From an optimization exercise on the open Yosys and OpenROAD flow, aimed at small area, a short achievable clock period and few clock cycles per item; shortcuts taken in it are not production practice.
No run shown here included a check of the RTL's function; only the layout flow was run.
Power is estimated from default activity; no workload was simulated.

==> flow/config.mk <==
export PLATFORM = sky130hd
export DESIGN_NAME = loeffler_dct_8
export DESIGN_NICKNAME = loeffler_dct_8
export VERILOG_FILES = /design/flow/design.v
export SDC_FILE = /design/flow/constraint.sdc
export NUM_CORES = 4
export LEC_CHECK = 0
export CAP_MARGIN = 20
export CORE_MARGIN = 2
export CORE_UTILIZATION = 55
export SETUP_SLACK_MARGIN = 4.5
export SLEW_MARGIN = 20
==> flow/constraint.sdc <==
create_clock -name core_clock -period 8.5 [get_ports {clock}]
set_input_delay 1.7000 -clock core_clock [delete_from_list [all_inputs] [get_ports {clock}]]
set_output_delay 1.7000 -clock core_clock [all_outputs]
set_load 0.01 [all_outputs]
==> flow/run.sh <==
#!/bin/bash
# synth_recipe.tcl (not shown) runs the flow's synth.tcl, then flattens the netlist and writes it again
# the make line also repeats each setting of config.mk as NAME=value (left out here)
make -C /OpenROAD-flow-scripts/flow DESIGN_CONFIG=/design/flow/config.mk WORK_HOME=/design/flow/orfs CLKGATE_MAP_FILE= SYNTH_SCRIPT=/design/flow/synth_recipe.tcl finish
==> flow/design.v <==
`default_nettype none
package dct_pkg;
    typedef logic signed [7:0]  sample_t;     
    typedef logic signed [15:0] word_t;       
    typedef logic        [8:0]  coeff_t;      
    typedef logic        [2:0]  coeff_sel_t;
    typedef logic        [4:0]  spad_addr_t;  
    typedef logic        [5:0]  step_t;
    typedef logic        [2:0]  bin_t;        
    typedef struct packed {
        logic       wr_from_mul;   
        logic       wr_en;
        logic       wr_out;        
        spad_addr_t wr_addr;
        coeff_sel_t coeff_sel;
        logic       op2_from_mul;
        logic       op1_from_mul;
        logic       neg_op2;
        logic       neg_op1;
        logic       latch_op1;
        logic       rd_spad;       
        spad_addr_t rd_addr;
    } ucode_t;
    typedef struct packed {
        logic  valid;
        bin_t  index;
        word_t data;
    } result_t;
endpackage
`default_nettype wire
`default_nettype none
module loeffler_dct_8 (
    input  wire logic    clock,
    input  wire logic    nreset,
    input  wire dct_pkg::sample_t fetch_data,
    output dct_pkg::bin_t         fetch_addr,
    output dct_pkg::result_t      result,
    output logic         frame_done
);
    logic [8:0] p;
    logic       run;                 
    wire  [8:0] np = nreset ? 9'd1 : {p[7:0], p[8]};
    always_ff @(posedge clock) begin
        p <= np;
        if (nreset)
            run <= 1'b0;
        else if (p[8])
            run <= 1'b1;
    end
    assign frame_done = p[8];
    always_comb begin
        fetch_addr = 3'd5;
        if (p[0]) fetch_addr = 3'd0;
        if (p[1]) fetch_addr = 3'd7;
        if (p[2]) fetch_addr = 3'd3;
        if (p[3]) fetch_addr = 3'd4;
        if (p[4]) fetch_addr = 3'd1;
        if (p[5]) fetch_addr = 3'd6;
        if (p[6]) fetch_addr = 3'd2;
    end
    wire signed [7:0] x = fetch_data;
    logic signed [7:0] h;
    logic signed [8:0] k;
    logic signed [8:0] d;
    logic signed [9:0] ev, eb;           
    wire esum = p[4] || p[8];
    wire signed [9:0] u1 = 10'(h) + 10'(x) + (esum ? 10'(k) : 10'sd0);
    wire signed [9:0] u3 = 10'(k) - 10'(h) - 10'(x);
    wire signed [8:0] u2 = 9'(h) - 9'(x);
    always_ff @(posedge clock) begin
        h <= x;                          
        if (p[2] || p[6]) k <= u1[8:0];
        if (p[2] || p[4] || p[6] || p[8]) d <= u2;
        if (esum) eb <= u3;
        if (esum)
            ev <= u1;
        else if (p[5] || p[1])
            ev <= eb;
    end
    logic signed [8:0] op, ow;           
    logic signed [9:0] o0, o1, o2, o3;
    logic oa, ob, c213, c251, c142, c50, c2x, oxs, oys;
    always_ff @(posedge clock) begin
        oa   <= np[3] || np[5] || np[7] || np[0];
        ob   <= np[4] || np[6] || np[8] || np[1];
        c213 <= np[3] || np[5];
        c251 <= np[7] || np[0];
        c142 <= np[4] || np[6];
        c50  <= np[8] || np[1];
        c2x  <= np[3] || np[5] || np[8] || np[1];
        oxs  <= np[5] || np[0];          
        oys  <= np[6] || np[1];          
    end
    wire signed [18:0] wd = 19'(d);
    wire signed [18:0] oc = c213 ? (oxs ? 19'sd5 : 19'sd4) :
                            c251 ? (oxs ? 19'sd3 : 19'sd2) :
                            c142 ? 19'sd257 : 19'sd258;
    wire signed [18:0] ot =
          (oa ? (wd <<< 8) : c142 ? ~(wd <<< 7) : ~(wd <<< 5))
        + (c213 ? ~(wd <<< 5) : ob ? ~(wd <<< 4) : 19'sd0)
        + (c213 ? ~(wd <<< 3) : c251 ? ~(wd <<< 2) : c142 ? (wd <<< 1) : ~(wd <<< 1))
        + (c213 ? ~(wd <<< 1) : 19'sd0)
        + (oa ? ~wd : 19'sd0)
        + (oxs ? ~(19'(ow) <<< 8) : oys ? (19'(op) <<< 8) : 19'sd0)
        + oc;
    wire signed [9:0] ov = ot[17:8];
    always_ff @(posedge clock) begin
        if (p[3] || p[7]) op <= ov[8:0];
        ow <= ov[8:0];                   
        if (p[5]) o0 <= ov;
        if (p[6]) o3 <= ov;
        if (p[0]) o1 <= ov;
        if (p[1]) o2 <= ov;
    end
    logic signed [8:0]  x91;
    logic signed [9:0]  p139;
    logic signed [10:0] w334;
    logic a91, a139, b91, b334, eA, exy, ex2, ey3;
    always_ff @(posedge clock) begin
        a91  <= np[5] || np[0];
        a139 <= np[6] || np[2];
        b91  <= np[1];
        b334 <= np[7] || np[3];
        eA   <= np[5] || np[0] || np[6] || np[2];
        exy  <= np[0] || np[1];
        ex2  <= np[2];
        ey3  <= np[3];
    end
    wire signed [19:0] we = 20'(ev);
    wire signed [19:0] ec =
          (a91 ? 20'sd3 : 20'sd0)
        + (a139 ? 20'sd2 : 20'sd0)
        + (ex2 ? 20'sd1 : 20'sd0)
        + (b91 ? 20'sd256 : 20'sd0)
        + (b334 ? 20'sd258 : 20'sd0);
    wire signed [19:0] et =
          (eA ? (we <<< 7) : b91 ? ~(we <<< 7) : b334 ? ~(we <<< 8) : 20'sd0)
        + (a91 ? ~(we <<< 5) : a139 ? (we <<< 4) : b91 ? (we <<< 5) : b334 ? ~(we <<< 6) : 20'sd0)
        + (eA ? ~(we <<< 2) : b91 ? (we <<< 2) : b334 ? ~(we <<< 4) : 20'sd0)
        + (eA ? ~we : b91 ? we : b334 ? (we <<< 1) : 20'sd0)
        + (exy ? (20'(x91) <<< 8) : ex2 ? ~(20'(w334) <<< 8) :
           ey3 ? (20'(p139) <<< 8) : 20'sd0)
        + ec;
    wire signed [10:0] evr = et[18:8];
    always_ff @(posedge clock) begin
        if (p[5]) x91  <= evr[8:0];
        if (p[6]) p139 <= evr[9:0];
        if (p[7]) w334 <= evr;
    end
    logic signed [10:0] b1, b2;
    wire use0 = p[3] || p[4] || p[5];
    wire use1 = p[2] || p[4] || p[5];
    wire use2 = p[3] || p[4] || p[5];
    wire use3 = p[2] || p[4] || p[5];
    wire neg0 = p[5];
    wire neg1 = p[2];
    wire neg2 = p[3] || p[5];
    wire signed [11:0] qc = (p[2] || p[3]) ? 12'sd1 : p[5] ? 12'sd2 : 12'sd0;
    wire signed [11:0] qs =
          (use0 ? (neg0 ? ~(12'(o0)) : 12'(o0)) : 12'sd0)
        + (use1 ? (neg1 ? ~(12'(o1)) : 12'(o1)) : 12'sd0)
        + (use2 ? (neg2 ? ~(12'(o2)) : 12'(o2)) : 12'sd0)
        + (use3 ? 12'(o3) : 12'sd0)
        + qc;
    always_ff @(posedge clock) begin
        if (p[2]) b1 <= qs[10:0];
        if (p[3]) b2 <= qs[10:0];
    end
    wire signed [10:0] bv = p[6] ? b1 : b2;
    wire signed [19:0] wb = 20'(bv);
    wire signed [19:0] k362 = (wb <<< 8) + (wb <<< 6) + (wb <<< 5) + (wb <<< 3) + (wb <<< 1);
    logic signed [11:0] r;
    logic               rvalid;
    logic [2:0]         ridx;
    always_ff @(posedge clock) begin
        if (p[0] || p[1] || p[2] || p[3])
            r <= 12'(evr);
        else if (p[4] || p[5])
            r <= qs;
        else
            r <= k362[19:8];
        rvalid <= run && !p[8] && !nreset;
        ridx   <= (p[0] ? 3'd0 : 3'd0) | (p[1] ? 3'd4 : 3'd0) | (p[2] ? 3'd2 : 3'd0) |
                  (p[3] ? 3'd6 : 3'd0) | (p[4] ? 3'd1 : 3'd0) | (p[5] ? 3'd7 : 3'd0) |
                  (p[6] ? 3'd3 : 3'd0) | (p[7] ? 3'd5 : 3'd0);
    end
    assign result.valid = rvalid;
    assign result.index = ridx;
    assign result.data  = 16'(r);
endmodule
`default_nettype wire
==> results of run 1 <==
==> how the worst min path moves through the flow <==
stage | start | to | slack, ns | cells after the start
4_1_cts | run$_SDFFE_PP0P_ | run$_SDFFE_PP0P_ | 0.47 | 2
3_3_place_gp | run$_SDFFE_PP0P_ | run$_SDFFE_PP0P_ | 0.45 | 2
2_1_floorplan | run$_SDFFE_PP0P_ | rvalid$_DFF_P_ | 0.41 | 2
3_5_place_dp | run$_SDFFE_PP0P_ | run$_SDFFE_PP0P_ | 0.46 | 2
5_1_grt | run$_SDFFE_PP0P_ | run$_SDFFE_PP0P_ | 0.49 | 2
6_report | run$_SDFFE_PP0P_ | rvalid$_DFF_P_ | 0.46 | 2
==> power by group <==
part           total [uW]  switching [uW]  internal (uW)
Sequential           1690            74.4           1610
Clock                 835             408            427
Combinational        4710            2620           2090
Total                7230            3100           4130
==> sequential cells by signal, summed over array words and instances, names as in the netlist, 3 cells and up <==
name	cells
op	9
b1	11
h	8
k	9
ow	9
w334	11
r	12
eb	10
p	9
o2	10
ridx	3
b2	11
ev	10
o1	10
p139	10
o0	10
d	9
x91	9
o3	10
==> routing by layer <==
| layer | track usage (%) | up-vias |
|---|---|---|
| met5 | 0 | - |
| met4 | 8.096 | 0 |
| met3 | 3.965 | 57 |
| met2 | 45.02 | 260 |
| met1 | 34.58 | 5941 |
| li1 | - | 5649 |
==> final cells by class <==
| cell class | instances | area share [%] |
|---|---|---|
| multi-input cells | 1110 | 56.34 |
| repair buffers | 149 | 6.810 |
| well taps | 396 | 2.427 |
| clock buffers | 20 | 2.348 |
| flip-flops and latches | 193 | 26.01 |
| clock inverters | 12 | 0.6252 |
| inverters | 284 | 5.406 |
| repair inverters | 1 | 0.03065 |
==> worst max-delay path, delay by kind of cell, from the launching register on <==
family          cells  cell delay (ns)
compound gates      5             0.88
xor+xnor            1             0.16
fa+ha+maj           6             2.38
buf+inv             3             0.27
flops               1             0.44
simple gates        2             0.54
==> synthesized netlist by cell type, drive strengths merged (5+ instances only) <==
master,count
a31oi,8
ha,135
nor2b,30
o21a,19
nor3,13
and3,9
a221oi,8
dfxtp,54
fa,193
edfxtp,139
o211ai,9
mux2,19
xor2,26
or2,12
nor2,120
and2,11
o22ai,9
clkbuf,53
a21oi,119
buf,15
nand2,107
o21ai,82
inv,282
or3,11
o21bai,13
mux2i,22
a21o,14
xnor2,50
o31ai,5
nand2b,13
a211oi,13
==> repair_timing <==
| item | in CTS | in global routing |
|---|---|---|
| endpoints found under the setup margin | 120 | 115 |
| gates resized for setup | 148 | 89 |
| setup buffers | 79 | 33 |
| cloned | 2 | 1 |
| pin swaps | 76 | 77 |
==> kinds of logic after synthesis <==
logic type,Yosys count,share of synthesized area [%]
fa+ha+maj,328,32.98
compound gates,325,11.98
buf+inv,352,8.003
mux,41,2.601
xor+xnor,76,3.953
simple gates,339,9.274
flops,193,31.21
==> per-stage QoR <==
step           instance area, um2  std cells  hold slack, ns  total power, uW
2_1_floorplan               17360       1654          0.4073             4398
3_3_place_gp                17790       2018          0.4486             5264
3_5_place_dp                17790       2018          0.4560             5350
4_1_cts                     19740       2131          0.4749             6866
5_1_grt                     20410       2165          0.4862             7799
6_report                    20410       2165          0.4591             7233
==> PnR_summary.wiki, run 1 <==
{| class="wikitable"
! Metric !! Value
|-
| Outcome || complete, no violations
|-
| Count of yosys warnings during synthesis || 1
|-
| Worst vdd ir || 0.4368 mV
|-
| Hold/Removal Path Class || register to register
|-
| Setup repair after global routing missed its margin || yes
|-
| Top library cells by usage in the layout, fill and taps aside || inv_1, fa_1, edfxtp_1
|-
| Slew of the pin with the lowest slew margin || 0.8395 ns
|-
| Worst Reg-to-Reg Cells || 17
|-
| Slowest cell on crit path || fa_2
|-
| Iteration-0 DRC Markers || 678
|-
| Standard-cell rows || 64
|-
| Vertical die dimension || 179.0 um
|-
| Max incr delay on CP || 0.57 ns
|-
| # diodes || 0
|-
| Port buffer count || 33
|-
| Fraction of post-synthesis cell area in the top cell type by area || 24.79%
|-
| Worst reg-to-reg setup slack || 3.59 ns
|-
| Antenna violations before repair || 0
|-
| Timing-limited maximum frequency || 203.6 MHz
|-
| Clock transition at the registers of the reported paths || 0.08 ns
|-
| Synthesized Nets || 1992
|-
| Period utilization || 57.79%
|-
| First-pass GRT wire length || 63.85 mm
|-
| Count of vias placed by the detailed router || 11910
|-
| Total congestion overflow || 0
|-
| Worst slack at placement || 2.893 ns
|-
| Count of mapped cells out of synthesis || 1654
|-
| Total Nets Final || 2094
|-
| Data arrival time of the worst path || 5.11 ns
|-
| Most frequent standard cell in the layout excluding fill and tap cells || inv_1
|-
| Core occupancy in the finished layout || 67.26%
|-
| Power per Cell Area || 354.4 mW/mm2
|-
| Count of unique library cells instantiated by Yosys || 68
|-
| WL per Instance || 18.49 um
|-
| Initial Utilization || 55.48%
|-
| Max Clock Skew || 0.01745 ns
|-
| Post-detail-place hpwl || 28.52 mm
|-
| Period minus WS final || 4.912 ns
|-
| Critical path launch point type || register
|-
| CTS sink cnt || 193
|-
| Async S/R FF share, synth || 0%
|-
| Post-cts hold buffer count || 0
|-
| Netlist area before placement || 0.01684 mm2
|-
| Sequence of cells on the critical path || ha_4 > or3_4 > fa_2 > inv_1 > fa_2 > fa_1 > inv_1 > fa_2 > ha_4 > and3_4 > o2111ai_4 > a221oi_4 > o211ai_1 > buf_4 > a31oi_4 > a21oi_4 > xnor2_2
|-
| Max Cap Violations || 0
|-
| Overall die area || 0.03203 mm2
|-
| Share of the yosys chip area belonging to registers || 31.21%
|-
| Iteration count of the initial detailed-routing pass || 5
|-
| Register Area || 0.005309 mm2
|-
| Worst skew pair latency || 0.46 ns
|-
| Hold violation total from the final report || 0
|-
| Top FF cell, synth || edfxtp_1
|-
| Data required time of the critical path || 8.70 ns
|-
| Synth area leaders || edfxtp_1, fa_1, ha_1
|-
| Final sum of negative setup slack || 0 ns
|-
| CP Capture Point || o3[9]$_DFFE_PP_
|-
| Layout overhead on the synthesized area || 21.23%
|-
| Number of synthesized register bits || 193
|-
| CTS tree || done
|-
| H-tree levels || 4
|-
| Crit path launch || d[0]$_DFFE_PP_
|-
| Largest net degree at the start of global routing || 32
|-
| Vias in the first global route || 12170
|-
| Worst-case headroom to the max-slew limit || 43.96%
|-
| P_leak || 0.008873 uW
|-
| Top layer in use || met4
|-
| Average vias per placed instance || 5.500
|-
| Aggregate routed wire length || 40.04 mm
|-
| I/O pin count || 34
|-
| PnR worst setup slack || 3.588 ns
|-
| Synthesized area divided by synthesized cell count || 10.18 um2
|-
| Number of filler instances in the final layout || 2344
|-
| Remaining design rule violation count || 0
|-
| Wire length on met2 || 20.12 mm
|-
| Synth area leader || edfxtp_1
|-
| Fraction of layout cells with a size suffix above 1 || 22.50%
|-
| Most used cell, CP || fa_2
|-
| Endpoint of the worst register-to-register path || o3[9]$_DFFE_PP_
|-
| Clock tree buffer depth || 2
|-
| Post-synth EDFFs || 139
|-
| Metal1 wirelength || 17.19 mm
|-
| WL met3 || 1.735 mm
|-
| Highest fanout seen on the critical path || 4
|-
| Setup violation total in the final timing report || 0
|-
| Worst Path Class, Setup || register to register
|-
| Sort of element at the end of the critical path || register
|-
| Area taken by multi-input logic gates || 0.01150 mm2
|-
| Worst reg2reg path startpoint || d[0]$_DFFE_PP_
|-
| Final estimated routing congestion in global placement || 0.9202
|-
| Number of routed nets with antenna violations || 0
|-
| Final Max Slew Viols || 0
|-
| Area inside the core boundary || 0.03035 mm2
|-
| Die X-Extent || 179.0 um
|-
| Overall routing resource usage || 26.30%
|-
| Num CTS Buffers || 17
|-
| Cell chosen for the clock root || clkbuf_16
|}
==> inputs of run 2 (changes only) <==
--- a/flow/design.v
+++ b/flow/design.v
@@ -62,7 +62,7 @@
     logic signed [7:0] h;
     logic signed [8:0] k;
     logic signed [8:0] d;
-    logic signed [9:0] ev, eb;           
+    logic signed [9:0] ea, eb;
     wire esum = p[4] || p[8];
     wire signed [9:0] u1 = 10'(h) + 10'(x) + (esum ? 10'(k) : 10'sd0);
     wire signed [9:0] u3 = 10'(k) - 10'(h) - 10'(x);
@@ -71,11 +71,10 @@
         h <= x;                          
         if (p[2] || p[6]) k <= u1[8:0];
         if (p[2] || p[4] || p[6] || p[8]) d <= u2;
-        if (esum) eb <= u3;
-        if (esum)
-            ev <= u1;
-        else if (p[5] || p[1])
-            ev <= eb;
+        if (esum) begin
+            ea <= u1;
+            eb <= u3;
+        end
     end
     logic signed [8:0] op, ow;           
     logic signed [9:0] o0, o1, o2, o3;
@@ -92,17 +91,19 @@
         oys  <= np[6] || np[1];          
     end
     wire signed [18:0] wd = 19'(d);
-    wire signed [18:0] oc = c213 ? (oxs ? 19'sd5 : 19'sd4) :
-                            c251 ? (oxs ? 19'sd3 : 19'sd2) :
-                            c142 ? 19'sd257 : 19'sd258;
+    wire signed [18:0] oc =
+          (ob ? 19'sd255 : 19'sd0)
+        + (c2x ? 19'sd1 : 19'sd0)
+        + (oxs ? 19'sd1 : 19'sd0);
+    wire [18:0] or1 = {19{oa}} & (wd <<< 8);
+    wire [18:0] or2 = ({19{c142}} & (wd <<< 7)) | ({19{c2x}} & (wd <<< 5));
+    wire [18:0] or3 = ({19{ob}} & (wd <<< 4)) | ({19{c213}} & (wd <<< 3)) | ({19{c251}} & (wd <<< 2));
+    wire [18:0] or4 = ({19{c142}} & (wd <<< 1)) | ({19{c2x}} & ~(wd <<< 1));
+    wire [18:0] or5 = {19{oa}} & wd;
+    wire [18:0] or6 = ({19{oxs}} & ~(19'(ow) <<< 8)) | ({19{oys}} & (19'(op) <<< 8));
     wire signed [18:0] ot =
-          (oa ? (wd <<< 8) : c142 ? ~(wd <<< 7) : ~(wd <<< 5))
-        + (c213 ? ~(wd <<< 5) : ob ? ~(wd <<< 4) : 19'sd0)
-        + (c213 ? ~(wd <<< 3) : c251 ? ~(wd <<< 2) : c142 ? (wd <<< 1) : ~(wd <<< 1))
-        + (c213 ? ~(wd <<< 1) : 19'sd0)
-        + (oa ? ~wd : 19'sd0)
-        + (oxs ? ~(19'(ow) <<< 8) : oys ? (19'(op) <<< 8) : 19'sd0)
-        + oc;
+          $signed(or1) - $signed(or2) - $signed(or3) + $signed(or4) - $signed(or5)
+        + $signed(or6) + oc;
     wire signed [9:0] ov = ot[17:8];
     always_ff @(posedge clock) begin
         if (p[3] || p[7]) op <= ov[8:0];
@@ -115,17 +116,19 @@
     logic signed [8:0]  x91;
     logic signed [9:0]  p139;
     logic signed [10:0] w334;
-    logic a91, a139, b91, b334, eA, exy, ex2, ey3;
+    logic a91, a139, b91, b334, ea_n, eA, exy, ex2, ey3;
     always_ff @(posedge clock) begin
         a91  <= np[5] || np[0];
         a139 <= np[6] || np[2];
         b91  <= np[1];
         b334 <= np[7] || np[3];
+        ea_n <= np[5] || np[0] || np[1];
         eA   <= np[5] || np[0] || np[6] || np[2];
         exy  <= np[0] || np[1];
         ex2  <= np[2];
         ey3  <= np[3];
     end
+    wire signed [9:0]  ev = ea_n ? ea : eb;
     wire signed [19:0] we = 20'(ev);
     wire signed [19:0] ec =
           (a91 ? 20'sd3 : 20'sd0)
@@ -133,14 +136,15 @@
         + (ex2 ? 20'sd1 : 20'sd0)
         + (b91 ? 20'sd256 : 20'sd0)
         + (b334 ? 20'sd258 : 20'sd0);
+    wire [19:0] er1 = ({20{eA}} & (we <<< 7)) | ({20{b91}} & ~(we <<< 7)) | ({20{b334}} & ~(we <<< 8));
+    wire [19:0] er2 = ({20{a91}} & ~(we <<< 5)) | ({20{a139}} & (we <<< 4)) |
+                      ({20{b91}} & (we <<< 5)) | ({20{b334}} & ~(we <<< 6));
+    wire [19:0] er3 = ({20{eA}} & ~(we <<< 2)) | ({20{b91}} & (we <<< 2)) | ({20{b334}} & ~(we <<< 4));
+    wire [19:0] er4 = ({20{eA}} & ~we) | ({20{b91}} & we) | ({20{b334}} & (we <<< 1));
+    wire [19:0] er5 = ({20{exy}} & (20'(x91) <<< 8)) | ({20{ex2}} & ~(20'(w334) <<< 8)) |
+                      ({20{ey3}} & (20'(p139) <<< 8));
     wire signed [19:0] et =
-          (eA ? (we <<< 7) : b91 ? ~(we <<< 7) : b334 ? ~(we <<< 8) : 20'sd0)
-        + (a91 ? ~(we <<< 5) : a139 ? (we <<< 4) : b91 ? (we <<< 5) : b334 ? ~(we <<< 6) : 20'sd0)
-        + (eA ? ~(we <<< 2) : b91 ? (we <<< 2) : b334 ? ~(we <<< 4) : 20'sd0)
-        + (eA ? ~we : b91 ? we : b334 ? (we <<< 1) : 20'sd0)
-        + (exy ? (20'(x91) <<< 8) : ex2 ? ~(20'(w334) <<< 8) :
-           ey3 ? (20'(p139) <<< 8) : 20'sd0)
-        + ec;
+          $signed(er1) + $signed(er2) + $signed(er3) + $signed(er4) + $signed(er5) + ec;
     wire signed [10:0] evr = et[18:8];
     always_ff @(posedge clock) begin
         if (p[5]) x91  <= evr[8:0];
--- a/flow/config.mk
+++ b/flow/config.mk
@@ -7,6 +7,7 @@
 export LEC_CHECK = 0
 export CAP_MARGIN = 20
 export CORE_MARGIN = 2
-export CORE_UTILIZATION = 55
+export CORE_UTILIZATION = 60
 export SETUP_SLACK_MARGIN = 4.5
 export SLEW_MARGIN = 20
+export TNS_END_PERCENT = 5
==> run 2 against run 1 <==
Net effect: sequential power rose by 7%; non-clock buffer count fell by 44; critical path depth up 3; critical endpoint is now o2[9]$_DFFE_PP_; largest power group unchanged.
==> PnR_summary.wiki, run 2 <==
{| class="wikitable"
! Metric !! Value
|-
| Outcome || complete, no violations
|-
| Count of mapped cells out of synthesis || 1482 (-10%)
|-
| Count of unique library cells instantiated by Yosys || 70 (+2.9%)
|-
| First-pass GRT wire length || 56.95 mm (-11%)
|-
| Standard-cell rows || 59 (-7.8%)
|-
| Top FF cell, synth || edfxtp_1
|-
| WL per Instance || 18.80 um (+1.7%)
|-
| Slew of the pin with the lowest slew margin || 0.9391 ns (+0.09960 ns)
|-
| Timing-limited maximum frequency || 203.0 MHz (-0.30%)
|-
| Port buffer count || 33 (unchanged)
|-
| Period minus WS final || 4.927 ns (+0.01461 ns)
|-
| Post-synth EDFFs || 139 (unchanged)
|-
| Fraction of layout cells with a size suffix above 1 || 15.49% (-7.0 points)
|-
| Setup repair after global routing missed its margin || yes
|-
| Post-detail-place hpwl || 26.25 mm (-8.0%)
|-
| Worst Path Class, Setup || register to register
|-
| Cell chosen for the clock root || clkbuf_16
|-
| Final estimated routing congestion in global placement || 0.9236 (+0.37%)
|-
| Final Max Slew Viols || 0 (unchanged)
|-
| Setup violation total in the final timing report || 0 (unchanged)
|-
| I/O pin count || 34 (unchanged)
|-
| Total Nets Final || 1893 (-9.6%)
|-
| Critical path launch point type || register
|-
| Number of filler instances in the final layout || 1934 (-17%)
|-
| Average vias per placed instance || 5.648 (+2.7%)
|-
| Worst Reg-to-Reg Cells || 20 (+3)
|-
| Synthesized Nets || 1813 (-9.0%)
|-
| Sort of element at the end of the critical path || register
|-
| Overall die area || 0.02793 mm2 (-13%)
|-
| Most used standard cells in the synthesized netlist || inv_1, fa_1, ha_1
|-
| Synth area leader || edfxtp_1
|-
| Worst skew pair latency || 0.45 ns (about the same)
|-
| Overall routing resource usage || 26.20% (-0.099 points)
|-
| Count of yosys warnings during synthesis || 1 (unchanged)
|-
| Fraction of post-synthesis cell area in the top cell type by area || 26.14% (+1.4 points)
|-
| CTS sink cnt || 195 (+1.0%)
|-
| Clock tree buffer depth || 2 (unchanged)
|-
| Period utilization || 57.96% (+0.17 points)
|-
| Number of routed nets with antenna violations || 0 (unchanged)
|-
| P_leak || 0.008151 uW (-8.1%)
|-
| Clock transition at the registers of the reported paths || 0.08 ns (about the same)
|-
| Count of vias placed by the detailed router || 10790 (-9.4%)
|-
| Share of the yosys chip area belonging to registers || 33.17% (+2.0 points)
|-
| Total congestion overflow || 0 (unchanged)
|-
| Endpoint of the worst register-to-register path || o2[9]$_DFFE_PP_
|-
| Iteration-0 DRC Markers || 773 (+14%)
|-
| Crit path launch || a91$_DFF_P_
|-
| # diodes || 0 (unchanged)
|-
| Async S/R FF share, synth || 0% (unchanged)
|-
| Max Clock Skew || 0.01712 ns (-0.0003323 ns)
|-
| CTS tree || done
|-
| Die X-Extent || 167.1 um (-6.6%)
|-
| Layout overhead on the synthesized area || 15.68%
|-
| Vias in the first global route || 10870 (-11%)
|-
| Top library cells by usage in the layout, fill and taps aside || inv_1, fa_1, edfxtp_1
|-
| Largest net degree at the start of global routing || 43 (+34%)
|-
| Area inside the core boundary || 0.02606 mm2 (-14%)
|-
| Register bank with the most flops || r
|-
| Iteration count of the initial detailed-routing pass || 7 (+2)
|-
| Hold/Removal Path Class || register to register
|-
| Power per Cell Area || 382.2 mW/mm2 (+7.9%)
|-
| Worst vdd ir || 0.2959 mV (-32%)
|-
| Worst reg2reg path startpoint || a91$_DFF_P_
|-
| Cell count after placement || 1811 (-10%)
|-
| Post-cts hold buffer count || 0 (unchanged)
|-
| Synth area leaders || edfxtp_1, fa_1, ha_1
|-
| Highest fanout seen on the critical path || 5 (+1)
|-
| Vertical die dimension || 167.1 um (-6.6%)
|-
| Data arrival time of the worst path || 5.09 ns (-0.02 ns)
|-
| Hold violation total from the final report || 0 (unchanged)
|-
| H-tree levels || 4 (unchanged)
|-
| Worst reg-to-reg setup slack || 3.57 ns (about the same)
|-
| CP Capture Point || o2[9]$_DFFE_PP_
|-
| Most frequent standard cell in the layout excluding fill and tap cells || inv_1
|-
| Aggregate routed wire length || 35.91 mm (-10%)
|-
| Netlist area before placement || 0.01597 mm2 (-5.2%)
|-
| Data required time of the critical path || 8.67 ns (-0.03 ns)
|-
| Non-filler cells, final || 1910 (-12%)
|-
| Num CTS Buffers || 17 (unchanged)
|-
| Initial Utilization || 61.27% (+5.8 points)
|-
| Worst-case headroom to the max-slew limit || 37.33% (-6.6 points)
|-
| Antenna violations before repair || 0 (unchanged)
|-
| Synthesized area divided by synthesized cell count || 10.77 um2 (+5.8%)
|-
| Max reg flops || 12 (unchanged)
|-
| Most numerous cell in the Yosys netlist || inv_1
|-
| Number of synthesized register bits || 195 (+1.0%)
|-
| Max Cap Violations || 0 (unchanged)
|-
| Final sum of negative setup slack || 0 ns (unchanged)
|-
| Remaining design rule violation count || 0 (unchanged)
|}
==> run 2: worst min path at each step <==
stage	slack [ns]	depth (start not counted)	to	startpoint
2_1_floorplan	0.41	2	rvalid$_DFF_P_	run$_SDFFE_PP0P_
3_3_place_gp	0.45	2	run$_SDFFE_PP0P_	run$_SDFFE_PP0P_
3_5_place_dp	0.47	2	run$_SDFFE_PP0P_	run$_SDFFE_PP0P_
4_1_cts	0.48	2	run$_SDFFE_PP0P_	run$_SDFFE_PP0P_
5_1_grt	0.53	2	rvalid$_DFF_P_	run$_SDFFE_PP0P_
6_report	0.50	2	rvalid$_DFF_P_	run$_SDFFE_PP0P_
==> run 2: cells by family after synthesis <==
logic type / Yosys count / share of synthesized area, %
AO/OA/AOI/OAI: 245 / 10.08
AND/OR/NAND/NOR: 306 / 8.730
buffers and inverters: 296 / 7.163
adder cells (fa/ha/maj): 321 / 33.62
multiplexers: 50 / 3.292
flip-flops: 195 / 33.17
XOR/XNOR: 69 / 3.950
==> run 2: what timing repair did <==
action,in CTS,in global routing
resized for setup,61,75
cloned,1,4
setup buffers,23,39
pin swaps,21,32
setup endpoints to repair,131,128
==> run 2: critical path, stage by stage, from the launching register on <==
cell      delay, ns
dfxtp_4        0.40
inv_8          0.03
fa_2           0.41
ha_4           0.21
buf_4          0.14
fa_1           0.46
fa_1           0.49
inv_1          0.05
fa_1           0.53
inv_1          0.05
ha_2           0.30
ha_1           0.16
a21oi_2        0.08
o21ai_4        0.21
a211oi_4       0.06
o31ai_4        0.33
a41oi_2        0.17
buf_4          0.18
a21oi_4        0.17
nor2_4         0.05
xnor2_2        0.15
==> run 2: per-layer routing <==
metal	share of wire [%]	global-route usage (%)	vias up
met5	0	0	-
met4	2.3	7.346	0
met3	4.7	3.569	45
met2	51	45.71	285
met1	42	34.56	5387
li1	-	-	5070
==> run 2: layout make-up <==
cell class | count | area [um2] | share of cell area, %
clock inverter | 12 | 133.9 | 0.7249
clock buffer | 20 | 467.9 | 2.534
timing repair buffer | 105 | 1012 | 5.481
timing repair inverter | 1 | 7.507 | 0.04065
tap | 335 | 419.2 | 2.269
inverter | 249 | 954.7 | 5.169
multi-input combinational | 993 | 10150 | 54.96
sequential | 195 | 5324 | 28.83
==> run 2: report_power, final <==
| part | internal [uW] | switching [uW] |
|---|---|---|
| Clock | 443 | 394 |
| Combinational | 1870 | 2540 |
| Sequential | 1730 | 83.5 |
| Total | 4040 | 3020 |
==> run 2: through the flow <==
step	hold WS [ns]	total power (uW)	worst slack [ns]	area, um2	util [%]
floorplan	0.4073	4471	3.712	16050	-
global placement	0.4494	5358	2.913	16630	63.84
detailed placement	0.4699	5472	2.771	16630	63.84
CTS	0.4830	6689	3.595	17700	67.93
global route	0.5281	7649	3.416	18470	70.87
finish	0.5022	7059	3.573	18470	70.87

==> what the ideal ports hide <==
The flow's constraints put no driver on any port. The routed layouts listed below were extracted and timed again, unchanged, in two steps.
Step 1: set_driving_cell puts a clkbuf_16 on clock and a buf_2 on each other input, an assumption about the parent block.
Step 2 times the ports against the registers' clock, not the clock port: input delays grow and output delays shrink by t, the midpoint of the rising clock arrivals with the driver on.
a / b / c = ideal / step 1 / step 2; a / b = the first two.
run | t (ns) | setup slack, ns | worst setup path at the end | worst register clock-pin slew, ns
run 1 | 0.506 | 3.588 / 3.588 / 3.588 | register to register | 0.09 / 0.09
run 2 | 0.487 | 3.573 / 3.573 / 3.379 | input to register | 0.08 / 0.08
After both steps every run listed still meets setup and hold. For run 2, which loses most, drivers alone change the setup slack by 0.000 ns; drivers and shift together by -0.194 ns.
